This design comes from an exercise in tuning for small area, a short achievable clock period and few clock cycles on the open sky130 flow, not from production work. Function was checked by simulation only, so behaviour that the tests miss may differ from the original. Power and IR drop assume default switching activity.

--- flow/run.sh ---
#!/bin/bash
# synth_recipe.tcl (not shown) runs the flow's synth.tcl, then flattens the netlist and writes it again
# the make line also repeats each setting of config.mk as NAME=value (left out here)
make -C /OpenROAD-flow-scripts/flow DESIGN_CONFIG=/design/flow/config.mk WORK_HOME=/design/flow/orfs CLKGATE_MAP_FILE= SYNTH_SCRIPT=/design/flow/synth_recipe.tcl finish
--- flow/config.mk ---
export PLATFORM = sky130hd
export DESIGN_NAME = mcs51_core
export DESIGN_NICKNAME = mcs51_core
export VERILOG_FILES = /design/flow/design.v
export SDC_FILE = /design/flow/constraint.sdc
export NUM_CORES = 4
export LEC_CHECK = 0
export CAP_MARGIN = 20
export CORE_MARGIN = 2
export CORE_UTILIZATION = 40
export SLEW_MARGIN = 20
--- flow/constraint.sdc ---
create_clock -name core_clock -period 10.0 [get_ports {clk}]
set_input_delay 2.0000 -clock core_clock [delete_from_list [all_inputs] [get_ports {clk}]]
set_output_delay 2.0000 -clock core_clock [all_outputs]
set_load 0.01 [all_outputs]
--- flow/design.v ---
`default_nettype none
package mcs51_pkg;
  localparam int IRAM_SIZE_DEFAULT = 128;
  localparam logic [7:0] SFR_SP  = 8'h81;
  localparam logic [7:0] SFR_PSW = 8'hD0;
  localparam logic [7:0] SFR_ACC = 8'hE0;
  localparam logic [7:0] SFR_B   = 8'hF0;
  localparam logic [7:0] SP_RESET = 8'h07;
  localparam logic [3:0] EA_PASS = 4'd0;
  localparam logic [3:0] EA_ADD  = 4'd1;
  localparam logic [3:0] EA_ADDC = 4'd2;
  localparam logic [3:0] EA_SUBB = 4'd3;
  localparam logic [3:0] EA_AND  = 4'd4;
  localparam logic [3:0] EA_OR   = 4'd5;
  localparam logic [3:0] EA_XOR  = 4'd6;
  localparam logic [3:0] EA_INC  = 4'd7;
  localparam logic [3:0] EA_DEC  = 4'd8;
  localparam logic [3:0] EA_CPL  = 4'd9;
  localparam logic [3:0] EA_CLR  = 4'd10;
  localparam logic [3:0] EA_CLRC = 4'd11;
  localparam logic [3:0] EA_SETC = 4'd12;
  localparam logic [1:0] ES_IMM = 2'd0;
  localparam logic [1:0] ES_MEM = 2'd1;
  localparam logic [1:0] ES_ACC = 2'd2;
  localparam logic [1:0] ED_NONE = 2'd0;
  localparam logic [1:0] ED_ACC  = 2'd1;
  localparam logic [1:0] ED_MEM  = 2'd2;
endpackage
`default_nettype wire
`timescale 1ns/1ps
`default_nettype none
import mcs51_pkg::*;
module mcs51_core #(
  parameter int IRAM_SIZE = mcs51_pkg::IRAM_SIZE_DEFAULT
) (
  input  logic        clk,
  input  logic        reset_n,
  output logic [15:0] code_addr,
  input  logic [7:0]  code_rdata,
  output logic [7:0]  sfr_raddr,
  input  logic [7:0]  sfr_rdata,
  output logic [7:0]  sfr_waddr,
  output logic [7:0]  sfr_wdata,
  output logic        sfr_we
);
  localparam logic [1:0] F_OPC = 2'd0;
  localparam logic [1:0] F_B1  = 2'd1;
  localparam logic [1:0] F_B2  = 2'd2;
  logic [7:0] iram [128];
  logic [7:0] acc;
  logic [7:1] psw;       
  logic [7:0] b_reg;
  logic [7:0] sp_reg;
  logic [15:0] pc;
  logic [1:0]  fst;
  logic [7:0]  f_opc;
  logic [7:0]  f_op1;
  logic        r_v;
  logic [3:0]  r_alu;
  logic [1:0]  r_src;
  logic [1:0]  r_dst;
  logic [7:0]  r_imm;
  logic        r_rn;     
  logic [7:0]  raddr;    
  logic        x_v;
  logic [3:0]  x_alu;
  logic [7:0]  x_reg;    
  logic        x_int;    
  logic [7:0]  waddr;
  logic        x_wr_acc;
  logic        x_wr_iram;
  logic        x_wr_psw;
  logic        x_wr_b;
  logic        x_wr_sp;
  logic        x_wr_cy;
  assign code_addr = pc;
  function automatic logic [1:0] op_length(input logic [7:0] op);
    casez (op)
      8'h02, 8'h75:
        op_length = 2'd3;
      8'h74, 8'hE5, 8'hF5, 8'h24, 8'h34, 8'h94, 8'h54, 8'h44, 8'h64,
      8'h80, 8'h40, 8'h50, 8'h60, 8'h70, 8'b0111_1???, 8'b1101_1???:
        op_length = 2'd2;
      default:
        op_length = 2'd1;
    endcase
  endfunction
  function automatic logic [8:0] exec_ctl(input logic [7:0] op);
    casez (op)
      8'h04:        exec_ctl = {1'b1, EA_INC,  ES_ACC, ED_ACC};
      8'b0000_1???: exec_ctl = {1'b1, EA_INC,  ES_MEM, ED_MEM};
      8'h14:        exec_ctl = {1'b1, EA_DEC,  ES_ACC, ED_ACC};
      8'h24:        exec_ctl = {1'b1, EA_ADD,  ES_IMM, ED_ACC};
      8'b0010_1???: exec_ctl = {1'b1, EA_ADD,  ES_MEM, ED_ACC};
      8'h34:        exec_ctl = {1'b1, EA_ADDC, ES_IMM, ED_ACC};
      8'b0011_1???: exec_ctl = {1'b1, EA_ADDC, ES_MEM, ED_ACC};
      8'h44:        exec_ctl = {1'b1, EA_OR,   ES_IMM, ED_ACC};
      8'b0100_1???: exec_ctl = {1'b1, EA_OR,   ES_MEM, ED_ACC};
      8'h54:        exec_ctl = {1'b1, EA_AND,  ES_IMM, ED_ACC};
      8'b0101_1???: exec_ctl = {1'b1, EA_AND,  ES_MEM, ED_ACC};
      8'h64:        exec_ctl = {1'b1, EA_XOR,  ES_IMM, ED_ACC};
      8'b0110_1???: exec_ctl = {1'b1, EA_XOR,  ES_MEM, ED_ACC};
      8'h74:        exec_ctl = {1'b1, EA_PASS, ES_IMM, ED_ACC};
      8'h75:        exec_ctl = {1'b1, EA_PASS, ES_IMM, ED_MEM};
      8'b0111_1???: exec_ctl = {1'b1, EA_PASS, ES_IMM, ED_MEM};
      8'h94:        exec_ctl = {1'b1, EA_SUBB, ES_IMM, ED_ACC};
      8'b1001_1???: exec_ctl = {1'b1, EA_SUBB, ES_MEM, ED_ACC};
      8'hC3:        exec_ctl = {1'b1, EA_CLRC, ES_ACC, ED_NONE};
      8'hD3:        exec_ctl = {1'b1, EA_SETC, ES_ACC, ED_NONE};
      8'b1101_1???: exec_ctl = {1'b1, EA_DEC,  ES_MEM, ED_MEM};
      8'hE4:        exec_ctl = {1'b1, EA_CLR,  ES_ACC, ED_ACC};
      8'hE5:        exec_ctl = {1'b1, EA_PASS, ES_MEM, ED_ACC};
      8'b1110_1???: exec_ctl = {1'b1, EA_PASS, ES_MEM, ED_ACC};
      8'hF4:        exec_ctl = {1'b1, EA_CPL,  ES_ACC, ED_ACC};
      8'hF5:        exec_ctl = {1'b1, EA_PASS, ES_ACC, ED_MEM};
      8'b1111_1???: exec_ctl = {1'b1, EA_PASS, ES_ACC, ED_MEM};
      default:      exec_ctl = {1'b0, EA_PASS, ES_ACC, ED_NONE};
    endcase
  endfunction
  function automatic logic is_ext_sfr(input logic [7:0] a);
    is_ext_sfr = a[7] && (a != SFR_SP) && (a != SFR_PSW) && (a != SFR_ACC) && (a != SFR_B);
  endfunction
  logic [1:0] bank_eff;
  logic [6:0] addr_eff;
  logic [7:0] iram_rd;
  logic [7:0] res;
  logic       fwd_iram;
  logic [7:0] acc_fwd;
  logic [7:0] x_next;
  logic       r_int;
  assign bank_eff = x_wr_psw ? x_reg[4:3] : psw[4:3];
  assign addr_eff = r_rn ? {2'b00, bank_eff, raddr[2:0]} : raddr[6:0];
  assign iram_rd  = iram[addr_eff];
  assign fwd_iram = x_wr_iram && (waddr[6:0] == addr_eff);
  assign acc_fwd  = x_wr_acc ? res : acc;
  assign r_int    = raddr[7] && !is_ext_sfr(raddr);
  always_comb begin
    case (r_src)
      ES_IMM:  x_next = r_imm;
      ES_MEM:  x_next = raddr[7] ? sfr_rdata : (fwd_iram ? res : iram_rd);
      default: x_next = acc_fwd;
    endcase
  end
  logic       cy_in;
  logic [7:0] addend;
  logic [4:0] sum_lo;
  logic [4:0] sum_hi;
  logic       is_sub;
  logic       acc_par;
  logic [7:0] int_rd;
  assign acc_par = ^acc;
  always_comb begin
    case (waddr)
      SFR_ACC: int_rd = acc;
      SFR_B:   int_rd = b_reg;
      SFR_PSW: int_rd = {psw, acc_par};
      default: int_rd = sp_reg;
    endcase
  end
  assign is_sub = (x_alu == EA_SUBB);
  assign addend = is_sub ? ~x_reg : x_reg;
  always_comb begin
    case (x_alu)
      EA_ADDC: cy_in = psw[7];
      EA_SUBB: cy_in = !psw[7];
      default: cy_in = 1'b0;
    endcase
  end
  assign sum_lo = {1'b0, acc[3:0]} + {1'b0, addend[3:0]} + {4'd0, cy_in};
  assign sum_hi = {1'b0, acc[7:4]} + {1'b0, addend[7:4]} + {4'd0, sum_lo[4]};
  always_comb begin
    case (x_alu)
      EA_ADD, EA_ADDC, EA_SUBB: res = {sum_hi[3:0], sum_lo[3:0]};
      EA_AND:  res = acc & x_reg;
      EA_OR:   res = acc | x_reg;
      EA_XOR:  res = acc ^ x_reg;
      EA_INC:  res = x_reg + 8'd1;
      EA_DEC:  res = x_reg - 8'd1;
      EA_CPL:  res = ~x_reg;
      EA_CLR:  res = 8'h00;
      default: res = x_int ? int_rd : x_reg;
    endcase
  end
  logic x_flags;
  assign x_flags = x_v && ((x_alu == EA_ADD) || (x_alu == EA_ADDC) || (x_alu == EA_SUBB));
  always_ff @(posedge clk) begin
    if (x_wr_iram) iram[waddr[6:0]] <= res;
  end
  always_ff @(posedge clk or negedge reset_n) begin
    if (!reset_n) begin
      acc    <= 8'h00;
      psw    <= 7'h00;
      b_reg  <= 8'h00;
      sp_reg <= SP_RESET;
    end else begin
      if (x_wr_acc) acc <= res;
      if (x_wr_b) b_reg <= res;
      if (x_wr_sp) sp_reg <= res;
      if (x_wr_psw) begin
        psw <= res[7:1];
      end else begin
        if (x_flags) begin
          psw[7] <= is_sub ? !sum_hi[4] : sum_hi[4];
          psw[6] <= is_sub ? !sum_lo[4] : sum_lo[4];
          psw[2] <= (acc[7] == addend[7]) && (res[7] != acc[7]);
        end
        if (x_v && (x_alu == EA_CLRC)) psw[7] <= 1'b0;
        if (x_v && (x_alu == EA_SETC)) psw[7] <= 1'b1;
      end
    end
  end
  always_ff @(posedge clk or negedge reset_n) begin
    if (!reset_n) begin
      x_v       <= 1'b0;
      x_alu     <= EA_PASS;
      x_reg     <= 8'h00;
      x_int     <= 1'b0;
      waddr     <= 8'h00;
      x_wr_acc  <= 1'b0;
      x_wr_iram <= 1'b0;
      x_wr_psw  <= 1'b0;
      x_wr_b    <= 1'b0;
      x_wr_sp   <= 1'b0;
      x_wr_cy   <= 1'b0;
    end else begin
      x_v       <= r_v;
      x_alu     <= r_alu;
      x_reg     <= x_next;
      x_int     <= (r_src == ES_MEM) && r_int;
      waddr     <= {raddr[7], addr_eff};
      x_wr_acc  <= r_v && ((r_dst == ED_ACC) || ((r_dst == ED_MEM) && (raddr == SFR_ACC)));
      x_wr_iram <= r_v && (r_dst == ED_MEM) && !raddr[7];
      x_wr_psw  <= r_v && (r_dst == ED_MEM) && (raddr == SFR_PSW);
      x_wr_b    <= r_v && (r_dst == ED_MEM) && (raddr == SFR_B);
      x_wr_sp   <= r_v && (r_dst == ED_MEM) && (raddr == SFR_SP);
      x_wr_cy   <= r_v && ((r_alu == EA_ADD) || (r_alu == EA_ADDC) || (r_alu == EA_SUBB) ||
                           (r_alu == EA_CLRC) || (r_alu == EA_SETC) ||
                           ((r_dst == ED_MEM) && (raddr == SFR_PSW)));
    end
  end
  logic [7:0]  dop;
  logic [1:0]  len;
  logic [8:0]  ctl;
  logic [15:0] pc_inc;
  logic [15:0] pc_rel;
  logic        is_rn2;
  logic        is_djnz;
  logic        is_jcc;
  logic        cond;
  logic        cond_hz;
  logic        djnz_hz;
  logic        stall;
  logic        taken;
  logic        pend;
  logic [1:0]  pend_kind;
  logic [15:0] pend_tgt;
  logic        pend_taken;
  assign dop     = (fst == F_OPC) ? code_rdata : f_opc;
  assign len     = op_length(dop);
  assign ctl     = exec_ctl(dop);
  assign pc_inc  = pc + 16'd1;
  assign pc_rel  = pc_inc + {{8{code_rdata[7]}}, code_rdata};
  assign is_rn2  = (f_opc[7:3] == 5'b0111_1) || (f_opc[7:3] == 5'b1101_1);
  assign is_djnz = (f_opc[7:3] == 5'b1101_1);
  assign is_jcc  = (f_opc == 8'h40) || (f_opc == 8'h50) || (f_opc == 8'h60) || (f_opc == 8'h70);
  function automatic logic jcond(input logic [1:0] kind, input logic [7:0] a, input logic c);
    case (kind)
      2'd0:    jcond = c;
      2'd1:    jcond = !c;
      2'd2:    jcond = (a == 8'h00);
      default: jcond = (a != 8'h00);
    endcase
  endfunction
  assign cond       = jcond(f_opc[5:4], acc, psw[7]);
  assign cond_hz    = f_opc[5] ? x_wr_acc : x_wr_cy;
  assign djnz_hz    = x_wr_iram && (waddr[6:0] == addr_eff);
  assign pend_taken = pend && jcond(pend_kind, acc, psw[7]);
  assign stall      = (fst == F_B1) && is_djnz && djnz_hz;
  always_comb begin
    if (f_opc == 8'h80) taken = 1'b1;
    else if (is_djnz) taken = (iram_rd != 8'h01);
    else taken = is_jcc && !cond_hz && cond;
  end
  logic issue;
  always_comb begin
    case (fst)
      F_OPC:   issue = (len == 2'd1) && !pend_taken;
      F_B1:    issue = (len == 2'd2) && !stall;
      default: issue = 1'b1;
    endcase
  end
  always_ff @(posedge clk or negedge reset_n) begin
    if (!reset_n) begin
      pc        <= 16'h0000;
      fst       <= F_OPC;
      f_opc     <= 8'h00;
      f_op1     <= 8'h00;
      pend      <= 1'b0;
      pend_kind <= 2'd0;
      pend_tgt  <= 16'h0000;
      r_v       <= 1'b0;
      r_alu     <= EA_PASS;
      r_src     <= ES_ACC;
      r_dst     <= ED_NONE;
      r_imm     <= 8'h00;
      r_rn      <= 1'b0;
      raddr     <= 8'h00;
      sfr_we    <= 1'b0;
      sfr_waddr <= 8'h00;
      sfr_wdata <= 8'h00;
    end else begin
      sfr_we <= 1'b0;
      pend   <= 1'b0;
      r_v    <= issue && ctl[8];
      if (issue) begin
        r_alu <= ctl[7:4];
        r_src <= ctl[3:2];
        r_dst <= ctl[1:0];
        r_imm <= code_rdata;
      end
      case (fst)
        F_OPC: begin
          if (pend_taken) begin
            pc <= pend_tgt;
          end else begin
            pc    <= pc_inc;
            f_opc <= code_rdata;
            raddr <= {5'b00000, code_rdata[2:0]};
            r_rn  <= 1'b1;
            if (len != 2'd1) fst <= F_B1;
          end
        end
        F_B1: begin
          if (!stall) begin
            pc    <= taken ? pc_rel : pc_inc;
            f_op1 <= code_rdata;
            if (!is_rn2) begin
              raddr <= code_rdata;
              r_rn  <= 1'b0;
            end
            if (len == 2'd3) fst <= F_B2;
            else fst <= F_OPC;
            if (is_jcc && cond_hz) begin
              pend      <= 1'b1;
              pend_kind <= f_opc[5:4];
              pend_tgt  <= pc_rel;
            end
            if (f_opc == 8'hF5 && is_ext_sfr(code_rdata)) begin
              sfr_we    <= 1'b1;
              sfr_waddr <= code_rdata;
              sfr_wdata <= acc_fwd;
            end
          end
        end
        default: begin
          pc  <= pc_inc;
          fst <= F_OPC;
          if (f_opc == 8'h02) pc <= {f_op1, code_rdata};
          if (f_opc == 8'h75 && is_ext_sfr(f_op1)) begin
            sfr_we    <= 1'b1;
            sfr_waddr <= f_op1;
            sfr_wdata <= code_rdata;
          end
        end
      endcase
    end
  end
  assign sfr_raddr = raddr;
endmodule
`default_nettype wire
==> results of run 1 <==
[metal layers]
metal / GRT usage, % / wire length, um / up-vias
met1: 28.1 / 55100 / 14500
met5: 0 / 0 / -
met4: 5.64 / 3640 / 0
met3: 3.33 / 8690 / 224
met2: 31.2 / 60300 / 1077
li1: - / - / 12100
[worst max path at each step]
stage	slack, ps	to	start
5_1_grt	3730	b_reg[7]	x_alu[0]
2_1_floorplan	2080	iram[0][4]	x_alu[2]
6_report	4010	pc[9]	x_wr_psw
4_1_cts	3980	iram[115][6]	x_alu[0]
3_3_place_gp	3890	r_alu[0]	code_rdata[6]
3_5_place_dp	3890	r_alu[3]	code_rdata[6]
[cell usage after synthesis, drive strengths merged (19+ instances only)]
master  instances  share of area (%)
ha             48                1.2
nand4          19               0.23
clkbuf         80               0.59
o211ai         19               0.28
o21ai          89               0.89
a21oi         101                1.0
mux2           50                1.1
nand3          51               0.50
edfxtp       1024                 61
inv            60               0.45
buf            92                1.3
nor3           35               0.36
nor2          259                1.9
o22ai          19               0.23
mux4          285                 13
mux2i         107                2.1
nor2b          20               0.25
xnor2          43               0.74
dfrtp         151                7.5
nand2         261                1.9
[where the power goes]
group / switching [mW] / internal [mW] / leakage [nW]
Clock: 1.88 / 2.57 / 1.88
Sequential: 0.351 / 7.16 / 11.2
Combinational: 3.47 / 1.55 / 6.17
[cell families (layout without fill, tap and decap cells)]
logic type,count (synthesis),count (layout),share of synthesized area (%)
AOI/OAI and AO/OA,367,367,4.73
xor gates and xnor gates,59,59,1.02
adders and majority gates,54,54,1.42
buffers and inverters,232,395,2.38
DFF,1179,1179,68.4
muxes,442,442,15.9
and+or+nand+nor,715,715,6.14
[critical path, stage by stage (launching register included)]
cell and delay [ps]:
dfrtp_1 710, mux2_4 400, o21ai_4 140, buf_4 350, buf_4 750, inv_2 420
and2_1 270, a2111oi_0 420, a311oi_1 150, o221ai_1 520, nand4_1 260, o31ai_4 220
buf_4 390, mux2_2 380, a221oi_1 290, a21oi_1 100
[metrics by stage]
step / power, mW / hold slack (ps)
final: 17.0 / 404
after global routing: 17.7 / 422
after CTS: 17.1 / 404
after detailed placement: 12.6 / 392
after global placement: 12.6 / 410
after floorplan: 10.7 / 354
[area by class of cell]
cell class | count | share of cell area [%]
clock buffers | 153 | 5.58
clock inverters | 64 | 1.31
well taps | 1650 | 3.63
multi-input cells | 1637 | 26.1
repair buffers | 118 | 1.95
inverters | 60 | 0.423
flip-flops and latches | 1179 | 61.0
==> summary.md, run 1 <==
| Metric | Value |
|---|---|
| Outcome | `no timing/DRC/antenna violations` |
| Die Area | `0.129 mm2` |
| CTS H-tree lvls | `3` |
| R2r setup slk | `4010 ps` |
| Register area share after synthesis | `68.4%` |
| Filler cell count | `10.8k` |
| Leakage power | `19.2 nW` |
| WHS Endpoint | `x_alu[3]` |
| Share of layout cells above drive strength 1 | `18.5%` |
| Worst Slack Setup Final | `4010 ps` |
| Post-synth ARST share | `13.1%` |
| DP HPWL | `79.4 mm` |
| Synth cell types | `86` |
| Clk Latency, worst-skew pair | `720 ps` |
| Gate Count Post-Synth | `3048` |
| CTS root buf | `clkbuf_16` |
| Clk buf depth | `3` |
| Crit share post-route | `59.9%` |
| CP endpoint kind | `flip-flop` |
| DR iter-0 viols | `3309` |
| Mean Syn Cell Area | `16.6 um2` |
| Final Setup Violations | `0` |
| Worst slew pin tran | `1050 ps` |
| Initial DRT Pass Iterations | `8` |
| WHS Path Cells | `0` |
| Max reg flops | `1024` |
| Commonest non-fill, non-tap cell in the layout | `edfxtp_1` |
| Storage element area | `0.0346 mm2` |
| Worst endpoint data arrival time | `6540 ps` |
| Critical path type | `flip-flop to flip-flop` |
| First-pass GRT wire length | `191 mm` |
| Fin crit period | `5990 ps` |
| Via count | `28.0k` |
| Max frequency | `167 MHz` |
| Final Net Count | `3188` |
| Dpl cells | `4641` |
| Post-synth EDFFs | `1024` |
| Crit-path max FO | `40` |
| Post-route ant nets | `0` |
| Total CTS buffers | `120` |
| I/O pins | `59` |
| Area grow syn2layout | `12.2%` |
| TritonCTS clock tree | `done` |
| RSZ-0062 raised after global routing | `false` |
| Row count | `130` |
| Hold path start | `r_alu[3]` |
| Final core utilization | `45.3%` |
| Chip Width | `360 um` |
| GRT Util Overall | `19.7%` |
| GRT overflow | `0` |
| Worst Skew | `40.1 ps` |
| FF-to-FF path depth | `15` |
| Post-Syn Area | `0.0506 mm2` |
| Post-CTS Setup Bufs | `0` |
| Remaining DRCs | `0` |
| Final Slew Violations | `0` |
| Fin Setup TNS | `0 ps` |
| Number of I/O port buffers | `58` |
| RR Endpoint | `pc[9]` |
| Hold_buf cts | `0` |
| Clk slew on worst S/H paths | `60 ps` |
| Rel. slew slack | `30.1%` |
| Via density | `5.75` |
| Post-Place Setup Slack | `3890 ps` |
| Top_reg_cell synth | `edfxtp_1` |
| Post-synthesis sequential element count | `1179` |
| Max IR drop VDD | `274 uV` |
| Synth warn | `1` |
| Die Height | `360 um` |
| Post-Layout Cell Count | `4861` |
| FF-to-FF Start | `x_wr_psw` |
| WL final | `128 mm` |
| Antenna violations before repair | `2` |
| Ant. Diodes | `0` |
| Worst Path Required | `10540 ps` |
| Wire per inst | `26.3 um` |
| Core area | `0.126 mm2` |
| Max-cap check violation count | `0` |
| Initial Utilization | `40.3%` |
| Crit path launch type | `flip-flop` |
| Placer congestion estimate | `0.858` |
| Pin count of the biggest net entering global routing | `115` |
| Count of final hold-check violations | `0` |
| Vias in the first global route | `27.9k` |
| Clk sinks | `1179` |
| Post_cts resized | `0` |
| Worst Hold Class | `flip-flop to flip-flop` |
| Final instance area | `0.0568 mm2` |
| Placed Instance Area | `0.0528 mm2` |
| Power Dens Cells | `299 mW/mm2` |
| Mapped Nets | `3120` |
| Commonest cells after routing, fill and taps aside | `1024 x edfxtp_1, 285 x mux4_2, 261 x nand2_1` |
| Area of the multi-input gates | `0.0149 mm2` |
Testbench counts, summed over its fixed seeds: cycles 39,651.
==> run 2: changes to the inputs <==
--- a/flow/config.mk
+++ b/flow/config.mk
@@ -9,3 +9,4 @@
 export CORE_MARGIN = 2
 export CORE_UTILIZATION = 40
+export SETUP_SLACK_MARGIN = 5
 export SLEW_MARGIN = 20
==> summary.md, run 2 <==
| Metric | Value |
|---|---|
| Fin Setup TNS | `0 ps (unchanged)` |
| DR iter-0 viols | `3017 (was 3309)` |
| Die Area | `0.129 mm2 (unchanged)` |
| Share of the synthesized area in the top cell type | `60.7% (unchanged)` |
| Share of layout cells above drive strength 1 | `19.8% (was 18.5%)` |
| Synth area leaders | `edfxtp_1 61%, mux4_2 13%, dfrtp_1 7.5% (unchanged)` |
| Total CTS buffers | `117 (was 120)` |
| CTS root buf | `clkbuf_16 (unchanged)` |
| Gate Count Post-Synth | `3048 (unchanged)` |
| Commonest non-fill, non-tap cell in the layout | `edfxtp_1 (unchanged)` |
| Max-cap check violation count | `0 (unchanged)` |
| Clk sinks | `1179 (unchanged)` |
| TritonCTS clock tree | `done (unchanged)` |
| Via count | `28.1k (was 28.0k)` |
| Synth warn | `1 (unchanged)` |
| Worst Skew | `31.6 ps (was 40.1 ps)` |
| Count of final hold-check violations | `0 (unchanged)` |
| Ant. Diodes | `0 (unchanged)` |
| WL final | `132 mm (was 128 mm)` |
| Chip Width | `360 um (unchanged)` |
| Wire per inst | `27.1 um (was 26.3 um)` |
| Post-synthesis sequential element count | `1179 (unchanged)` |
| Pin count of the biggest net entering global routing | `119 (was 115)` |
| Initial Utilization | `40.3% (unchanged)` |
| Post-Syn Area | `0.0506 mm2 (unchanged)` |
| Area grow syn2layout | `12.7% (was 12.2%)` |
| Power Dens Cells | `299 mW/mm2 (about the same)` |
| Worst Hold Class | `flip-flop to flip-flop (unchanged)` |
| Rel. slew slack | `18.7% (was 30.1%)` |
| Post-synth ARST share | `13.1% (unchanged)` |
| Commonest cells after routing, fill and taps aside | `1024 x edfxtp_1, 285 x mux4_2, 259 x nand2_1 (was 1024 x edfxtp_1, 285 x mux4_2, 261 x nand2_1)` |
| Worst slew pin tran | `1220 ps (was 1050 ps)` |
| Fin crit period | `4900 ps (was 5990 ps)` |
| Mapped Nets | `3120 (unchanged)` |
| Commonest cells post-synth | `1024 x edfxtp_1, 285 x mux4_2, 261 x nand2_1 (unchanged)` |
| Placer congestion estimate | `0.910 (was 0.858)` |
| Top_reg_cell synth | `edfxtp_1 (unchanged)` |
| Register area share after synthesis | `68.4% (unchanged)` |
| Number of I/O port buffers | `58 (unchanged)` |
| Clk Latency, worst-skew pair | `710 ps (was 720 ps)` |
| Clk slew on worst S/H paths | `60 ps (about the same)` |
| Worst Slack Setup Final | `5100 ps (was 4010 ps)` |
| Antenna violations before repair | `0 (was 2)` |
| CTS H-tree lvls | `3 (unchanged)` |
| Die Height | `360 um (unchanged)` |
| Post-route ant nets | `0 (unchanged)` |
| Crit-path max FO | `105 (was 40)` |
| Core area | `0.126 mm2 (unchanged)` |
| DP HPWL | `80.2 mm (was 79.4 mm)` |
| Final Setup Violations | `0 (unchanged)` |
| Worst endpoint data arrival time | `5470 ps (was 6540 ps)` |
| CP endpoint kind | `flip-flop (unchanged)` |
| Hold_buf cts | `0 (unchanged)` |
| Remaining DRCs | `0 (unchanged)` |
| Post-Place Setup Slack | `3770 ps (was 3890 ps)` |
| Synth cell types | `86 (unchanged)` |
| Worst Path Required | `10560 ps (was 10540 ps)` |
| Leakage power | `19.4 nW (was 19.2 nW)` |
| Initial DRT Pass Iterations | `6 (was 8)` |
| I/O pins | `59 (unchanged)` |
| First-pass GRT wire length | `193 mm (was 191 mm)` |
| Top-count cell post-synth | `edfxtp_1 (unchanged)` |
| Post-synth top area cell | `edfxtp_1 (unchanged)` |
| Critical path type | `flip-flop to flip-flop (unchanged)` |
| Vias in the first global route | `27.7k (was 27.9k)` |
| Mean Syn Cell Area | `16.6 um2 (unchanged)` |
| Crit share post-route | `49.0% (was 59.9%)` |
| Row count | `130 (unchanged)` |
| Final Slew Violations | `0 (unchanged)` |
| Final Net Count | `3201 (was 3188)` |
| Max reg flops | `1024 (unchanged)` |
| GRT Util Overall | `20.0% (was 19.7%)` |
| Via density | `5.76 (was 5.75)` |
| Max IR drop VDD | `353 uV (was 274 uV)` |
| Crit path launch type | `flip-flop (unchanged)` |
| RSZ-0062 raised after global routing | `true (was false)` |
| Outcome | `no timing/DRC/antenna violations (unchanged)` |
| GRT overflow | `0 (unchanged)` |
| Max frequency | `204 MHz (was 167 MHz)` |
| Post-synth EDFFs | `1024 (unchanged)` |
| Clk buf depth | `3 (unchanged)` |
==> run 2: final timing paths <==
path	slack (ps)	start	depth (start not counted)	end
worst max-delay path	5100	raddr[2]	12	pc[9]
worst min-delay path	470	sfr_waddr[7]	1	sfr_waddr[7]
worst max register to register	5100	raddr[2]	12	pc[9]
worst min register to register	470	sfr_waddr[7]	1	sfr_waddr[7]
max in group asynchronous	7140	reset_n	2	pend_tgt[3]
min in group asynchronous	1380	reset_n	1	acc[5]
==> run 2: timing repair <==
action / 4_1_cts / 5_1_grt
pin swaps: 4 / 0
gates cloned: 4 / 3
setup buffers: 8 / 10
endpoints found under the setup margin: 480 / 441
gates resized for setup: 27 / 20
==> run 2: per-stage QoR <==
stage	power [mW]	hold WS (ps)	cells	utilization, %	instance area (um2)
after floorplan	10.7	354	3048	-	50800
after global placement	12.6	452	4634	42.1	52900
after detailed placement	12.6	455	4635	42.1	52900
after CTS	17.1	470	4868	45.3	56900
after global routing	17.7	466	4881	45.4	57100
final	17.0	470	4881	45.4	57100
==> run 2: worst max-delay path: stages, from the launching register on <==
cell	delay, ps
dfrtp_4	780
buf_16	450
mux4_2	410
mux2_2	260
o21ai_0	440
a222oi_1	210
o221ai_1	410
nand4_1	250
o31ai_4	270
buf_6	300
mux2_2	370
a221oi_1	290
a21oi_1	100
==> run 2: routing by layer <==
layer / track usage, % / wire length, um / vias up
li1: - / - / 12100
met1: 28.6 / 56700 / 14700
met2: 32.2 / 63500 / 1109
met3: 2.67 / 8650 / 200
met4: 5.63 / 3380 / 0
met5: 0 / 0 / -
==> run 2: layout make-up <==
type                       count  area, um2
clock buffer                 149       3120
inverter                      60        248
multi-input combinational   1639      15000
sequential                  1179      34700
timing repair buffer         130       1370
fill                       10800      68500
clock inverter                72        639
timing repair inverter         2       12.5
tap                         1650       2060
==> run 2: power by group <==
part / internal, mW / switching, mW / total (mW)
clock: 2.42 / 1.88 / 4.30
combinational: 1.63 / 3.61 / 5.24
sequential: 7.16 / 0.350 / 7.51
total: 11.2 / 5.84 / 17.0
==> run 2: kinds of logic (layout without fill, tap and decap cells) <==
group,Yosys count,count (layout),share of synthesized area (%)
xor gates and xnor gates,59,59,1.02
muxes,442,442,15.9
DFF,1179,1179,68.4
AOI/OAI and AO/OA,367,367,4.73
adders and majority gates,54,54,1.42
and+or+nand+nor,715,717,6.14
buffers and inverters,232,413,2.38
==> run 3: changes to the inputs <==
==> flow/flow/run.sh (new file) <==
#!/bin/bash
# The standard ORFS layout, with timing repair aimed past the clock period
# (repair_timing's setup margin) so that the achieved period is shorter.
set -euo pipefail
bash standard.sh SETUP_SLACK_MARGIN=6.5 finish > standard_flow.log 2>&1
==> flow/standard.sh (new file) <==
#!/bin/bash
# synth_recipe.tcl (not shown) runs the flow's synth.tcl, then flattens the netlist and writes it again
# the make line also repeats each setting of config.mk as NAME=value (left out here)
make -C /OpenROAD-flow-scripts/flow DESIGN_CONFIG=/design/flow/config.mk WORK_HOME=/design/flow/orfs CLKGATE_MAP_FILE= SYNTH_SCRIPT=/design/flow/synth_recipe.tcl "${@:-finish}"
--- a/flow/config.mk
+++ b/flow/config.mk
@@ -9,4 +9,3 @@
 export CORE_MARGIN = 2
 export CORE_UTILIZATION = 40
-export SETUP_SLACK_MARGIN = 5
 export SLEW_MARGIN = 20
removed: flow/run.sh
==> summary.md, run 3 <==
| Metric | Value |
|---|---|
| CP Buf/Inv Count | `5 (was 2)` |
| Row count | `130 (unchanged)` |
| Worst Skew | `50.7 ps (was 31.6 ps)` |
| DP HPWL | `79.8 mm (was 80.2 mm)` |
| Max-cap check violation count | `0 (unchanged)` |
| Via count | `31.1k (was 28.1k)` |
| Mapped Nets | `3120 (unchanged)` |
| CP endpoint kind | `flip-flop (unchanged)` |
| First-pass GRT wire length | `223 mm (was 193 mm)` |
| Power Internal | `14.3 mW (was 11.2 mW)` |
| Core area | `0.126 mm2 (unchanged)` |
| Clk buf depth | `3 (unchanged)` |
| Final Slew Violations | `0 (unchanged)` |
| Post-synthesis sequential element count | `1179 (unchanged)` |
| Max IR drop VDD | `397 uV (was 353 uV)` |
| Antenna violations before repair | `4 (was 0)` |
| Share of total power in the clock network | `20.2% (was 25.2%)` |
| Share of the synthesized area in the top cell type | `60.7% (unchanged)` |
| Initial DRT Pass Iterations | `6 (unchanged)` |
| Top-count cell post-synth | `edfxtp_1 (unchanged)` |
| Worst path cell trace | `buf_6 > xor2_1 > and3_1 > fa_2 > fa_2 > a21o_1 > a21o_1 > fa_2 > a21o_1 > a21oi_2 > xnor2_1 > a221o_1 > a21oi_4 > nor2_4 > buf_6 > buf_12 > buf_12 > buf_16 > nand2_1 > a32oi_1 (was buf_16 > mux4_2 > mux2_2 > o21ai_0 > a222oi_1 > o221ai_1 > nand4_1 > o31ai_4 > buf_6 > mux2_2 > a221oi_1 > a21oi_1)` |
| Grt met1 use | `32.9% (was 28.6%)` |
| Total CTS buffers | `119 (was 117)` |
| Count of final hold-check violations | `0 (unchanged)` |
| Compound-cell area share of the yosys netlist | `4.73% (unchanged)` |
| Met3 Track Usage GR | `5.06% (was 2.67%)` |
| CTS H-tree lvls | `3 (unchanged)` |
| Crit share post-route | `43.6% (was 49.0%)` |
| Worst endpoint data arrival time | `5050 ps (was 5470 ps)` |
| Synth Area in Adders | `1.42% (unchanged)` |
| Number of I/O port buffers | `58 (unchanged)` |
| Top_reg_cell synth | `edfxtp_1 (unchanged)` |
| RSZ-0062 raised after global routing | `true (unchanged)` |
| Post-synthesis mux area share | `15.9% (unchanged)` |
| Met2 Use GR | `37.0% (was 32.2%)` |
| Top Usage Layer GRT | `met2 (unchanged)` |
| I/O pins | `59 (unchanged)` |
| Ant. Diodes | `0 (unchanged)` |
| Worst Hold Class | `flip-flop to flip-flop (unchanged)` |
| Register area share after synthesis | `68.4% (unchanged)` |
| Synth warn | `1 (unchanged)` |
| Placer congestion estimate | `0.892 (was 0.910)` |
| Largest family of logic cells by synthesized area | `multiplexers (unchanged)` |
| CTS root buf | `clkbuf_16 (unchanged)` |
| Clk slew on worst S/H paths | `70 ps (was 60 ps)` |
| WL final | `157 mm (was 132 mm)` |
| GRT Util Overall | `23.8% (was 20.0%)` |
| Switch share | `34.6% (was 34.3%)` |
| Initial Utilization | `40.3% (unchanged)` |
| Die Height | `360 um (unchanged)` |
| Worst slew pin tran | `1290 ps (was 1220 ps)` |
| Crit-path max FO | `6 (was 105)` |
| Post-Synth XOR/XNOR Area | `1.02% (unchanged)` |
| DR iter-0 viols | `4209 (was 3017)` |
| Remaining DRCs | `0 (unchanged)` |
| Synth cell types | `86 (unchanged)` |
| Commonest cells after routing, fill and taps aside | `1024 x edfxtp_1, 285 x mux4_2, 245 x nor2_1 (was 1024 x edfxtp_1, 285 x mux4_2, 259 x nand2_1)` |
| Power Dens Cells | `344 mW/mm2 (was 299 mW/mm2)` |
| CP delay by family, top | `compound AO/OA/AOI/OAI gates (unchanged)` |
| Post-synth top area cell | `edfxtp_1 (unchanged)` |
| Gate Count Post-Synth | `3048 (unchanged)` |
| CP max stage cell | `dfrtp_2 (was dfrtp_4)` |
| Hold_buf cts | `0 (unchanged)` |
| Simple-gate share of the synthesized area | `6.14% (unchanged)` |
| Mean Syn Cell Area | `16.6 um2 (unchanged)` |
| Post-synth EDFFs | `1024 (unchanged)` |
| Clk Latency, worst-skew pair | `770 ps (was 710 ps)` |
| Clk sinks | `1179 (unchanged)` |
| Combinational power share | `45.9% (was 30.7%)` |
| Switch Pwr | `7.57 mW (was 5.84 mW)` |
| Share of layout cells above drive strength 1 | `32.2% (was 19.8%)` |
| Fin crit period | `4360 ps (was 4900 ps)` |
| TritonCTS clock tree | `done (unchanged)` |
| Area grow syn2layout | `25.6% (was 12.7%)` |
| Chip Width | `360 um (unchanged)` |
| Critical path type | `flip-flop to flip-flop (unchanged)` |
| Wire per inst | `30.0 um (was 27.1 um)` |
| Filler cell count | `10.1k (was 10.8k)` |
| Post-Layout Cell Count | `5216 (was 4881)` |
| Post-synth ARST share | `13.1% (unchanged)` |
| Die Area | `0.129 mm2 (unchanged)` |
| Pin count of the biggest net entering global routing | `97 (was 119)` |
| Post-Syn Area | `0.0506 mm2 (unchanged)` |
| Fin Setup TNS | `0 ps (unchanged)` |
| Post-route ant nets | `0 (unchanged)` |
| CP peak stage delay | `430 ps (was 780 ps)` |
| Via density | `5.96 (was 5.76)` |
| Dpl cells | `4632 (was 4635)` |
| Final Net Count | `3536 (was 3201)` |
| Outcome | `no timing/DRC/antenna violations (unchanged)` |
| GRT overflow | `0 (unchanged)` |
| Vias in the first global route | `30.2k (was 27.7k)` |
| Max frequency | `229 MHz (was 204 MHz)` |
| Commonest cells post-synth | `1024 x edfxtp_1, 285 x mux4_2, 261 x nand2_1 (unchanged)` |
| Max reg flops | `1024 (unchanged)` |
| Commonest non-fill, non-tap cell in the layout | `edfxtp_1 (unchanged)` |
| Rel. slew slack | `13.5% (was 18.7%)` |
| Leakage power | `22.5 nW (was 19.4 nW)` |
| Synth area leaders | `edfxtp_1 61%, mux4_2 13%, dfrtp_1 7.5% (unchanged)` |
| Final Setup Violations | `0 (unchanged)` |
| Sequential power share | `33.9% (was 44.0%)` |
| Worst Path Required | `10690 ps (was 10560 ps)` |
| Crit path launch type | `flip-flop (unchanged)` |
==> run 3: cell count changes in the layout (fill, tap and decap cells not counted), sizes merged, moves of 2 or more <==
cell           delta
buf             +321
bufbuf           +12
clkbuf           +11
clkdlybuf4s15     +3
clkdlybuf4s50    -45
clkinv            -4
clkinvlp         +10
dlygate4sd2      +30
dlymetal6s2s      -4
inv               -2
==> run 3: final cells by class <==
cell class / count / area [um2] / share of cell area [%]
clock buffers: 149 / 3150 / 4.96
clock inverters: 74 / 708 / 1.11
inverters: 60 / 294 / 0.462
multi-input cells: 1641 / 16000 / 25.2
flip-flops and latches: 1179 / 34700 / 54.5
well taps: 1650 / 2060 / 3.25
repair buffers: 458 / 6670 / 10.5
repair inverters: 5 / 37.5 / 0.0590
==> run 3: stage by stage <==
step,util [%],worst slack (ps),cell area (um2),power (mW),hold slack [ps]
2_1_floorplan,-,5010,50900,10.7,354
3_3_place_gp,42.2,4040,53000,12.6,412
3_5_place_dp,42.2,3830,53000,12.6,412
4_1_cts,49.9,5670,62600,21.1,386
5_1_grt,50.7,5530,63600,22.5,427
6_report,50.7,5640,63600,21.9,406
==> run 3: power by group through the flow <==
stage | clock, mW | sequential [mW] | combinational, mW
after global routing | 4.66 | 7.43 | 10.4
after global placement | 0 | 7.68 | 4.88
after floorplan | 0 | 7.48 | 3.27
after detailed placement | 0 | 7.68 | 4.96
final | 4.43 | 7.42 | 10.0
after CTS | 4.46 | 7.40 | 9.27
==> run 3: repair_timing <==
action	CTS	global route
gates resized for setup	490	98
endpoints found under the setup margin	1168	1061
pin swaps	78	54
buffers inserted	232	36
gates cloned	79	13
==> run 3: cells by family (layout without fill, tap and decap cells) <==
logic type               after synthesis  after routing
AO/OA/AOI/OAI                        367            368
multiplexers                         442            442
buffers and inverters                232            746
flip-flops                          1179           1179
adder cells (fa/ha/maj)               54             54
XOR/XNOR                              59             59
AND/OR/NAND/NOR                      715            718
==> run 3: final timing paths <==
kind	slack (ps)	start	endpoint	depth (start not counted)
max	5640	x_alu[0]	psw[2]	20
min	410	r_alu[3]	x_alu[3]	0
max reg2reg	5640	x_alu[0]	psw[2]	20
min reg2reg	410	r_alu[3]	x_alu[3]	0
max in group asynchronous	7160	reset_n	pc[5]	2
min in group asynchronous	1320	reset_n	sfr_wdata[4]	1
==> run 3: worst register-to-register path, stage by stage, from the launching register on <==
cell and delay [ps]:
dfrtp_2 430, buf_6 130, xor2_1 130, and3_1 190
fa_2 350, fa_2 350, a21o_1 170, a21o_1 210
fa_2 360, a21o_1 180, a21oi_2 160, xnor2_1 140
a221o_1 210, a21oi_4 60, nor2_4 400, buf_6 170
buf_12 140, buf_12 150, buf_16 150, nand2_1 60
a32oi_1 180
==> run 3: per-layer routing <==
layer  vias to the layer above  share of wire (%)
li1                      12900                  -
met1                     16200                 40
met2                      1664                 46
met3                       355                9.7
met4                         2                4.5
met5                         -             0.0083
==> run 4: changes to the inputs <==
--- a/flow/design.v
+++ b/flow/design.v
@@ -48,4 +48,5 @@
   localparam logic [1:0] F_B2  = 2'd2;
   logic [7:0] iram [128];
+  logic [31:0] rn_one;   
   logic [7:0] acc;
   logic [7:1] psw;       
@@ -132,5 +133,6 @@
   assign addr_eff = r_rn ? {2'b00, bank_eff, raddr[2:0]} : raddr[6:0];
   assign iram_rd  = iram[addr_eff];
-  assign fwd_iram = x_wr_iram && (waddr[6:0] == addr_eff);
+  logic       fwd_hit;   
+  assign fwd_iram = fwd_hit;
   assign acc_fwd  = x_wr_acc ? res : acc;
   assign r_int    = raddr[7] && !is_ext_sfr(raddr);
@@ -186,4 +188,5 @@
   always_ff @(posedge clk) begin
     if (x_wr_iram) iram[waddr[6:0]] <= res;
+    if (x_wr_iram && (waddr[6:5] == 2'b00)) rn_one[waddr[4:0]] <= (res == 8'h01);
   end
   always_ff @(posedge clk or negedge reset_n) begin
@@ -260,5 +263,17 @@
   assign ctl     = exec_ctl(dop);
   assign pc_inc  = pc + 16'd1;
-  assign pc_rel  = pc_inc + {{8{code_rdata[7]}}, code_rdata};
+  logic [8:0]  rel_lo;
+  logic [7:0]  hi_p1;
+  logic [7:0]  hi_m1;
+  assign rel_lo = {1'b0, pc_inc[7:0]} + {1'b0, code_rdata};
+  assign hi_p1  = pc_inc[15:8] + 8'd1;
+  assign hi_m1  = pc_inc[15:8] - 8'd1;
+  always_comb begin
+    case ({rel_lo[8], code_rdata[7]})
+      2'b10:   pc_rel = {hi_p1, rel_lo[7:0]};
+      2'b01:   pc_rel = {hi_m1, rel_lo[7:0]};
+      default: pc_rel = {pc_inc[15:8], rel_lo[7:0]};
+    endcase
+  end
   assign is_rn2  = (f_opc[7:3] == 5'b0111_1) || (f_opc[7:3] == 5'b1101_1);
   assign is_djnz = (f_opc[7:3] == 5'b1101_1);
@@ -274,10 +289,28 @@
   assign cond       = jcond(f_opc[5:4], acc, psw[7]);
   assign cond_hz    = f_opc[5] ? x_wr_acc : x_wr_cy;
-  assign djnz_hz    = x_wr_iram && (waddr[6:0] == addr_eff);
+  logic       r_wr_iram;
+  logic       nx_rn;
+  logic [7:0] nx_raddr;
+  logic [6:0] nx_eff;
+  logic       djnz_hz_q;
+  assign r_wr_iram = r_v && (r_dst == ED_MEM) && !raddr[7];
+  always_comb begin
+    nx_rn    = r_rn;
+    nx_raddr = raddr;
+    if (fst == F_OPC) begin
+      nx_rn    = 1'b1;
+      nx_raddr = {5'b00000, code_rdata[2:0]};
+    end else if (fst == F_B1 && !is_rn2) begin
+      nx_rn    = 1'b0;
+      nx_raddr = code_rdata;
+    end
+  end
+  assign nx_eff  = nx_rn ? {2'b00, bank_eff, nx_raddr[2:0]} : nx_raddr[6:0];
+  assign djnz_hz = djnz_hz_q;
   assign pend_taken = pend && jcond(pend_kind, acc, psw[7]);
   assign stall      = (fst == F_B1) && is_djnz && djnz_hz;
   always_comb begin
     if (f_opc == 8'h80) taken = 1'b1;
-    else if (is_djnz) taken = (iram_rd != 8'h01);
+    else if (is_djnz) taken = !rn_one[addr_eff[4:0]];
     else taken = is_jcc && !cond_hz && cond;
   end
@@ -297,4 +330,6 @@
       f_op1     <= 8'h00;
       pend      <= 1'b0;
+      djnz_hz_q <= 1'b0;
+      fwd_hit   <= 1'b0;
       pend_kind <= 2'd0;
       pend_tgt  <= 16'h0000;
@@ -310,6 +345,8 @@
       sfr_wdata <= 8'h00;
     end else begin
-      sfr_we <= 1'b0;
-      pend   <= 1'b0;
+      sfr_we    <= 1'b0;
+      pend      <= 1'b0;
+      fwd_hit   <= r_wr_iram && !nx_raddr[7] && (addr_eff == nx_eff);
+      djnz_hz_q <= (fst == F_OPC) && r_wr_iram && (addr_eff == nx_eff);
       r_v    <= issue && ctl[8];
       if (issue) begin
==> flow/run.sh (new file) <==
#!/bin/bash
# synth_recipe.tcl (not shown) runs the flow's synth.tcl, then flattens the netlist and writes it again
# the make line also repeats each setting of config.mk as NAME=value (left out here)
make -C /OpenROAD-flow-scripts/flow DESIGN_CONFIG=/design/flow/config.mk WORK_HOME=/design/flow/orfs CLKGATE_MAP_FILE= SYNTH_SCRIPT=/design/flow/synth_recipe.tcl finish
--- a/flow/config.mk
+++ b/flow/config.mk
@@ -9,3 +9,4 @@
 export CORE_MARGIN = 2
 export CORE_UTILIZATION = 40
+export SETUP_SLACK_MARGIN = 5
 export SLEW_MARGIN = 20
removed: flow/flow/run.sh
removed: flow/standard.sh
==> summary.md, run 4 <==
| Metric | Value |
|---|---|
| Outcome | `no timing/DRC/antenna violations (unchanged)` |
| Max-cap check violation count | `0 (unchanged)` |
| Power Dens Cells | `304 mW/mm2 (was 344 mW/mm2)` |
| Core area | `0.130 mm2 (was 0.126 mm2)` |
| Total CTS buffers | `131 (was 119)` |
| Vias in the first global route | `29.0k (was 30.2k)` |
| DR iter-0 viols | `3060 (was 4209)` |
| Pin count of the biggest net entering global routing | `130 (was 97)` |
| Crit path launch type | `flip-flop (unchanged)` |
| Number of I/O port buffers | `58 (unchanged)` |
| I/O pins | `59 (unchanged)` |
| Fin crit period | `4910 ps (was 4360 ps)` |
| CTS H-tree lvls | `4 (was 3)` |
| Final Slew Violations | `0 (unchanged)` |
| Commonest cells after routing, fill and taps aside | `1056 x edfxtp_1, 331 x mux4_2, 249 x nor2_1 (was 1024 x edfxtp_1, 285 x mux4_2, 245 x nor2_1)` |
| Register area share after synthesis | `68.1% (was 68.4%)` |
| Sequential power share | `44.3% (was 33.9%)` |
| DP HPWL | `80.7 mm (was 79.8 mm)` |
| Max IR drop VDD | `401 uV (was 397 uV)` |
| Worst Skew | `32.6 ps (was 50.7 ps)` |
| Top_reg_cell synth | `edfxtp_1 (unchanged)` |
| Mean Syn Cell Area | `16.9 um2 (was 16.6 um2)` |
| Area grow syn2layout | `13.5% (was 25.6%)` |
| Leakage power | `19.6 nW (was 22.5 nW)` |
| Filler cell count | `11.2k (was 10.1k)` |
| Remaining DRCs | `0 (unchanged)` |
| Final Power | `18.0 mW (was 21.9 mW)` |
| RSZ-0062 raised after global routing | `true (unchanged)` |
| Crit-path max FO | `21 (was 6)` |
| R2r setup slk | `5090 ps (was 5640 ps)` |
| FF-to-FF Start | `x_alu[3] (was x_alu[0])` |
| Final Setup Violations | `0 (unchanged)` |
| Share of the synthesized area in the top cell type | `60.6% (was 60.7%)` |
| Switch Pwr | `6.07 mW (was 7.57 mW)` |
| CTS root buf | `clkbuf_16 (unchanged)` |
| Die Area | `0.134 mm2 (was 0.129 mm2)` |
| Synth warn | `1 (unchanged)` |
| Via count | `28.9k (was 31.1k)` |
| Count of final hold-check violations | `0 (unchanged)` |
| Clk Latency, worst-skew pair | `770 ps (about the same)` |
| Row count | `132 (was 130)` |
| Commonest cells post-synth | `1056 x edfxtp_1, 331 x mux4_2, 250 x nor2_1 (was 1024 x edfxtp_1, 285 x mux4_2, 261 x nand2_1)` |
| Worst slew pin tran | `1200 ps (was 1290 ps)` |
| TritonCTS clock tree | `done (unchanged)` |
| Commonest non-fill, non-tap cell in the layout | `edfxtp_1 (unchanged)` |
| Wire per inst | `25.9 um (was 30.0 um)` |
| Synth area leaders | `edfxtp_1 61%, mux4_2 14%, dfrtp_1 7.3% (was edfxtp_1 61%, mux4_2 13%, dfrtp_1 7.5%)` |
| Synth cell types | `82 (was 86)` |
| Share of total power in the clock network | `25.7% (was 20.2%)` |
| Clk slew on worst S/H paths | `70 ps (about the same)` |
| Post-Syn Area | `0.0523 mm2 (was 0.0506 mm2)` |
| Post-synth EDFFs | `1056 (was 1024)` |
| Initial Utilization | `40.4% (was 40.3%)` |
| Post-Layout Cell Count | `5033 (was 5216)` |
| Share of layout cells above drive strength 1 | `22.1% (was 32.2%)` |
| Gate Count Post-Synth | `3101 (was 3048)` |
| Clk sinks | `1213 (was 1179)` |
| WL final | `130 mm (was 157 mm)` |
| Chip Width | `366 um (was 360 um)` |
| CP endpoint kind | `flip-flop (unchanged)` |
| Final Net Count | `3268 (was 3536)` |
| RR Endpoint | `rn_one[25] (was psw[2])` |
| Storage element area | `0.0357 mm2 (was 0.0347 mm2)` |
| CP endpoint | `rn_one[25] (was psw[2])` |
| Crit share post-route | `49.1% (was 43.6%)` |
| Worst Path Required | `10570 ps (was 10690 ps)` |
| Post-synth ARST share | `12.9% (was 13.1%)` |
| Placed Instance Area | `0.0550 mm2 (was 0.0530 mm2)` |
| Worst Hold Class | `flip-flop to flip-flop (unchanged)` |
| Final instance area | `0.0594 mm2 (was 0.0636 mm2)` |
| Ant. Diodes | `0 (unchanged)` |
| Max frequency | `204 MHz (was 229 MHz)` |
| Power Internal | `11.9 mW (was 14.3 mW)` |
| Hold_ws | `384 ps (was 406 ps)` |
| Initial DRT Pass Iterations | `5 (was 6)` |
| Via density | `5.75 (was 5.96)` |
| Mapped Nets | `3177 (was 3120)` |
| Post-synthesis sequential element count | `1213 (was 1179)` |
| GRT Util Overall | `19.7% (was 23.8%)` |
| First-pass GRT wire length | `195 mm (was 223 mm)` |
| Post-route ant nets | `0 (unchanged)` |
| Post-synth top area cell | `edfxtp_1 (unchanged)` |
| Worst endpoint data arrival time | `5480 ps (was 5050 ps)` |
| Combinational power share | `30.0% (was 45.9%)` |
| Switch share | `33.7% (was 34.6%)` |
| Die Height | `366 um (was 360 um)` |
| Placer congestion estimate | `0.883 (was 0.892)` |
| Crit. Startpoint | `x_alu[3] (was x_alu[0])` |
| GRT overflow | `0 (unchanged)` |
| Rel. slew slack | `19.5% (was 13.5%)` |
| Area of the multi-input gates | `0.0160 mm2 (about the same)` |
| Max reg flops | `1024 (unchanged)` |
| Top-count cell post-synth | `edfxtp_1 (unchanged)` |
| Clk buf depth | `3 (unchanged)` |
| Fin Setup TNS | `0 ps (unchanged)` |
| Antenna violations before repair | `1 (was 4)` |
| Dpl cells | `4779 (was 4632)` |
| Critical path type | `flip-flop to flip-flop (unchanged)` |
| FF-to-FF path depth | `15 (was 20)` |
## run 4: cell count changes in the layout (fill, tap and decap cells not counted), sizes merged, moves of 32 or more
cell / change
edfxtp: +32
nand2: -62
clkdlybuf4s50: +46
mux2i: -53
buf: -314
mux4: +46
## run 4: metrics by stage
step                setup slack [ps]  utilization [%]
detailed placement              3600             42.4
CTS                             5000             45.7
floorplan                       4730                -
global placement                3600             42.4
global route                    4930             45.8
finish                          5090             45.8
## run 4: cells by family (layout without fill, tap and decap cells)
logic type / count (synthesis) / in the layout / synth area share [%]
flops: 1213 / 1213 / 68.1
simple gates: 662 / 664 / 5.72
mux: 444 / 444 / 16.5
fa+ha+maj: 58 / 58 / 1.49
xor+xnor: 58 / 58 / 0.971
compound gates: 424 / 424 / 5.27
buf+inv: 242 / 430 / 1.88
## run 4: worst max-delay path, cell delays in order (launching register included)
cell,delay (ps)
dfrtp_2,550
nor3_4,300
xnor2_2,100
fa_2,390
fa_2,410
a21o_1,160
a21o_1,190
fa_2,370
fa_1,440
xor2_1,180
nand2_1,80
o211ai_1,190
a211oi_4,300
nand2_2,170
or4_4,570
o31ai_1,290
## run 4: layout make-up
class / instances / area share [%]
flip-flops and latches: 1213 / 60.1
inverters: 64 / 0.438
well taps: 1742 / 3.67
clock inverters: 61 / 0.866
clock buffers: 171 / 5.92
repair buffers: 134 / 2.07
multi-input cells: 1648 / 27.0
## run 4: power groups by stage
stage	combinational (mW)	sequential [mW]	clock [mW]
after detailed placement	5.24	8.11	0
after global routing	5.90	8.01	4.91
after global placement	5.11	8.10	0
final	5.41	7.98	4.63
after CTS	5.39	7.99	4.72
after floorplan	3.31	8.03	0
## run 4: how the worst min path moves through the flow
stage                    end  startpoint  slack (ps)  depth (start not counted)
floorplan           x_alu[3]    r_alu[3]         370                          0
global placement    x_alu[3]    r_alu[3]         400                          0
detailed placement  x_alu[3]    r_alu[3]         390                          0
CTS                 x_alu[3]    r_alu[3]         400                          0
global route        x_alu[3]    r_alu[3]         420                          0
finish              x_alu[3]    r_alu[3]         380                          0
## run 4: metal layers
layer	vias up	routed length (um)	part of all wire [%]	track usage [%]
met2	1035	61100	47	30.4
met5	-	13	0.010	0
met3	190	8480	6.5	3.14
met1	15100	58100	45	29.1
li1	12500	-	-	-
met4	2	2650	2.0	5.62
## run 4: timing repair
item / 4_1_cts / 5_1_grt
gates cloned: 2 / 0
setup endpoints to repair: 561 / 414
buffers inserted: 10 / 8
hold buffers: 0 / 0
resized for setup: 27 / 25
hold endpoints to repair: 0 / 0
pin swaps: 15 / 11
Testbench counts of run 4, summed over its fixed seeds: cycles 39,651.
==> run 5: changes to the inputs <==
--- a/flow/config.mk
+++ b/flow/config.mk
@@ -6,4 +6,5 @@
 export NUM_CORES = 4
 export LEC_CHECK = 0
+export ABC_CLOCK_PERIOD_IN_PS = 3500
 export CAP_MARGIN = 20
 export CORE_MARGIN = 2
==> summary.md, run 5 <==
| Metric | Value |
|---|---|
| TritonCTS clock tree | `done (unchanged)` |
| Clk Latency, worst-skew pair | `770 ps (about the same)` |
| WL final | `130 mm (unchanged)` |
| Area grow syn2layout | `13.5% (unchanged)` |
| GRT overflow | `0 (unchanged)` |
| Met3 WL | `8.48 mm (unchanged)` |
| Synth area leaders | `edfxtp_1 61%, mux4_2 14%, dfrtp_1 7.3% (unchanged)` |
| Register area share after synthesis | `68.1% (unchanged)` |
| Final Power | `18.0 mW (unchanged)` |
| Crit path launch type | `flip-flop (unchanged)` |
| Crit-path most repeated cell | `fa_2 (unchanged)` |
| Filler cell count | `11.2k (unchanged)` |
| Die Height | `366 um (unchanged)` |
| Wire per inst | `25.9 um (unchanged)` |
| Worst Hold Class | `flip-flop to flip-flop (unchanged)` |
| Top sig layer | `met5 (unchanged)` |
| Outcome | `no timing/DRC/antenna violations (unchanged)` |
| Number of I/O port buffers | `58 (unchanged)` |
| CTS root buf | `clkbuf_16 (unchanged)` |
| Ant. Diodes | `0 (unchanged)` |
| DR iter-0 viols | `3060 (unchanged)` |
| RSZ-0062 raised after global routing | `true (unchanged)` |
| Met2 wire length | `61.1 mm (unchanged)` |
| Hold_buf cts | `0 (unchanged)` |
| Commonest non-fill, non-tap cell in the layout | `edfxtp_1 (unchanged)` |
| Via density | `5.75 (unchanged)` |
| Final Net Count | `3268 (unchanged)` |
| CP endpoint kind | `flip-flop (unchanged)` |
| Max-cap check violation count | `0 (unchanged)` |
| Max IR drop VDD | `401 uV (unchanged)` |
| Commonest cells post-synth | `1056 x edfxtp_1, 331 x mux4_2, 250 x nor2_1 (unchanged)` |
| Chip Width | `366 um (unchanged)` |
| Worst Slack Setup Final | `5090 ps (unchanged)` |
| Post-synth ARST share | `12.9% (unchanged)` |
| Crit share post-route | `49.1% (unchanged)` |
| Fin Setup TNS | `0 ps (unchanged)` |
| Clk slew on worst S/H paths | `70 ps (about the same)` |
| Post-Place Setup Slack | `3600 ps (unchanged)` |
| Metal1 wirelength | `58.1 mm (unchanged)` |
| Core area | `0.130 mm2 (unchanged)` |
| Die Area | `0.134 mm2 (unchanged)` |
| Max frequency | `204 MHz (unchanged)` |
| Worst slew pin tran | `1200 ps (unchanged)` |
| Pin count of the biggest net entering global routing | `130 (unchanged)` |
| Initial DRT Pass Iterations | `5 (unchanged)` |
| Power Dens Cells | `304 mW/mm2 (unchanged)` |
| Initial Utilization | `40.4% (unchanged)` |
| Share of the synthesized area in the top cell type | `60.6% (unchanged)` |
| Synth warn | `1 (unchanged)` |
| CTS H-tree lvls | `4 (unchanged)` |
| Placer congestion estimate | `0.883 (unchanged)` |
| Top-count cell post-synth | `edfxtp_1 (unchanged)` |
| Vias in the first global route | `29.0k (unchanged)` |
| Mean Syn Cell Area | `16.9 um2 (unchanged)` |
| Post-Layout Cell Count | `5033 (unchanged)` |
| Dpl cells | `4779 (unchanged)` |
| Leakage power | `19.6 nW (unchanged)` |
| Synth cell types | `82 (unchanged)` |
| Final Slew Violations | `0 (unchanged)` |
| Critical path type | `flip-flop to flip-flop (unchanged)` |
| Post-route ant nets | `0 (unchanged)` |
| Mapped Nets | `3177 (unchanged)` |
| Total CTS buffers | `131 (unchanged)` |
| Commonest cells after routing, fill and taps aside | `1056 x edfxtp_1, 331 x mux4_2, 249 x nor2_1 (unchanged)` |
| Gate Count Post-Synth | `3101 (unchanged)` |
| Worst endpoint data arrival time | `5480 ps (about the same)` |
| Top_reg_cell synth | `edfxtp_1 (unchanged)` |
| Remaining DRCs | `0 (unchanged)` |
| Max reg flops | `1024 (unchanged)` |
| Fin crit period | `4910 ps (unchanged)` |
| Final Setup Violations | `0 (unchanged)` |
| Rel. slew slack | `19.5% (unchanged)` |
| Post-Syn Area | `0.0523 mm2 (unchanged)` |
| Clk buf depth | `3 (unchanged)` |
| Post-synthesis sequential element count | `1213 (unchanged)` |
| Clk sinks | `1213 (unchanged)` |
| Worst Path Required | `10570 ps (about the same)` |
| Post-synth top area cell | `edfxtp_1 (unchanged)` |
| First-pass GRT wire length | `195 mm (unchanged)` |
| Count of final hold-check violations | `0 (unchanged)` |
| CP max stage cell | `or4_4 (unchanged)` |
| Via count | `28.9k (unchanged)` |
| Antenna violations before repair | `1 (unchanged)` |
| Share of layout cells above drive strength 1 | `22.1% (unchanged)` |
| I/O pins | `59 (unchanged)` |
| Row count | `132 (unchanged)` |
| CP peak stage delay | `570 ps (about the same)` |
| DP HPWL | `80.7 mm (unchanged)` |
| GRT Util Overall | `19.7% (unchanged)` |
| Worst Skew | `32.6 ps (unchanged)` |
| Crit-path max FO | `21 (unchanged)` |
| Post-synth EDFFs | `1056 (unchanged)` |
| Worst path cell trace | `nor3_4 > xnor2_2 > fa_2 > fa_2 > a21o_1 > a21o_1 > fa_2 > fa_1 > xor2_1 > nand2_1 > o211ai_1 > a211oi_4 > nand2_2 > or4_4 > o31ai_1 (unchanged)` |
-- run 5: cell counts after synthesis --
No cell type changed its count.
-- run 5: worst paths after layout --
kind | end | from | slack (ps) | cells past startpoint
setup reg to reg | rn_one[25] | x_alu[3] | 5090 | 15
min in group asynchronous | pc[11] | reset_n | 1290 | 1
hold reg to reg | x_alu[3] | r_alu[3] | 380 | 0
setup / recovery | rn_one[25] | x_alu[3] | 5090 | 15
max in group asynchronous | x_alu[1] | reset_n | 7460 | 2
hold / removal | x_alu[3] | r_alu[3] | 380 | 0
-- run 5: report_power, final --
part	internal [mW]	switching [mW]
Sequential	7.66	0.319
Clock	2.64	1.99
Combinational	1.65	3.76
Total	11.9	6.07
-- run 5: routing by layer --
metal,track usage (%),vias to the layer above
met3,3.14,190
li1,-,12500
met4,5.62,2
met1,29.1,15100
met2,30.4,1035
met5,0,-
-- run 5: logic make-up (layout without fill, tap and decap cells) --
kind of cell	after synthesis	count (layout)	share of synthesized area, %
buf+inv	242	430	1.88
simple gates	662	664	5.72
compound gates	424	424	5.27
flops	1213	1213	68.1
xor+xnor	58	58	0.971
mux	444	444	16.5
fa+ha+maj	58	58	1.49
-- run 5: repair_timing --
action	4_1_cts	5_1_grt
setup buffers	10	8
setup endpoints to repair	561	414
pin swaps	15	11
endpoints found under the hold margin	0	0
cloned	2	0
gates resized for setup	27	25
-- run 5: final cells by class --
cell class | count | area [um2] | share of cell area [%]
clock buffer | 171 | 3510 | 5.92
sequential | 1213 | 35700 | 60.1
tap | 1742 | 2180 | 3.67
multi-input combinational | 1648 | 16000 | 27.0
timing repair buffer | 134 | 1230 | 2.07
clock inverter | 61 | 514 | 0.866
inverter | 64 | 260 | 0.438
-- run 5: worst max-delay path: cells and delay by family, from the launching register on --
kind                     cells  cell delay [ps]
adder cells (fa/ha/maj)      4             1610
AO/OA/AOI/OAI                5             1130
AND/OR/NAND/NOR              4             1120
flip-flops                   1              550
XOR/XNOR                     2              280
-- run 5: through the flow --
| step | utilization [%] | instance area [um2] | hold WS (ps) |
|---|---|---|---|
| 3_5_place_dp | 42.4 | 55000 | 392 |
| 4_1_cts | 45.7 | 59200 | 398 |
| 3_3_place_gp | 42.4 | 55000 | 400 |
| 6_report | 45.8 | 59400 | 384 |
| 2_1_floorplan | - | 52500 | 369 |
| 5_1_grt | 45.8 | 59400 | 419 |

==> what the ideal ports hide <==
How much do the figures lean on ideal ports? The routed layouts below were timed once more, with nothing changed but the port constraints. Step 1: set_driving_cell puts a clkbuf_16 on clk and a buf_2 on each other input, an assumption about the parent block. Step 2, shift: input delay + t, output delay - t, t = (earliest + latest rising clock arrival at the registers) / 2. This alone moves slack from input paths to output paths. Three values: ideal, step 1, step 2; two values: the first two.
run | t (ns) | setup WS [ns] | worst hold slack (ns) | worst setup path at the end | slew at the worst register clock pin (ns)
run 1 | 0.774 | 4.007 / 4.007 / 4.007 | 0.404 / 0.404 / 0.404 | register to register | 0.06 / 0.06
run 2 | 0.776 | 5.096 / 5.096 / 4.518 | 0.470 / 0.470 / 0.470 | input to register | 0.07 / 0.07
run 3 | 0.812 | 5.637 / 5.637 / 5.468 | 0.406 / 0.406 / 0.406 | input to register | 0.07 / 0.07
run 4 | 0.830 | 5.087 / 5.087 / 4.384 | 0.384 / 0.384 / 0.384 | input to register | 0.07 / 0.07
run 5 | 0.830 | 5.087 / 5.087 / 4.384 | 0.384 / 0.384 / 0.384 | input to register | 0.07 / 0.07
After both steps every run listed still meets setup and hold.
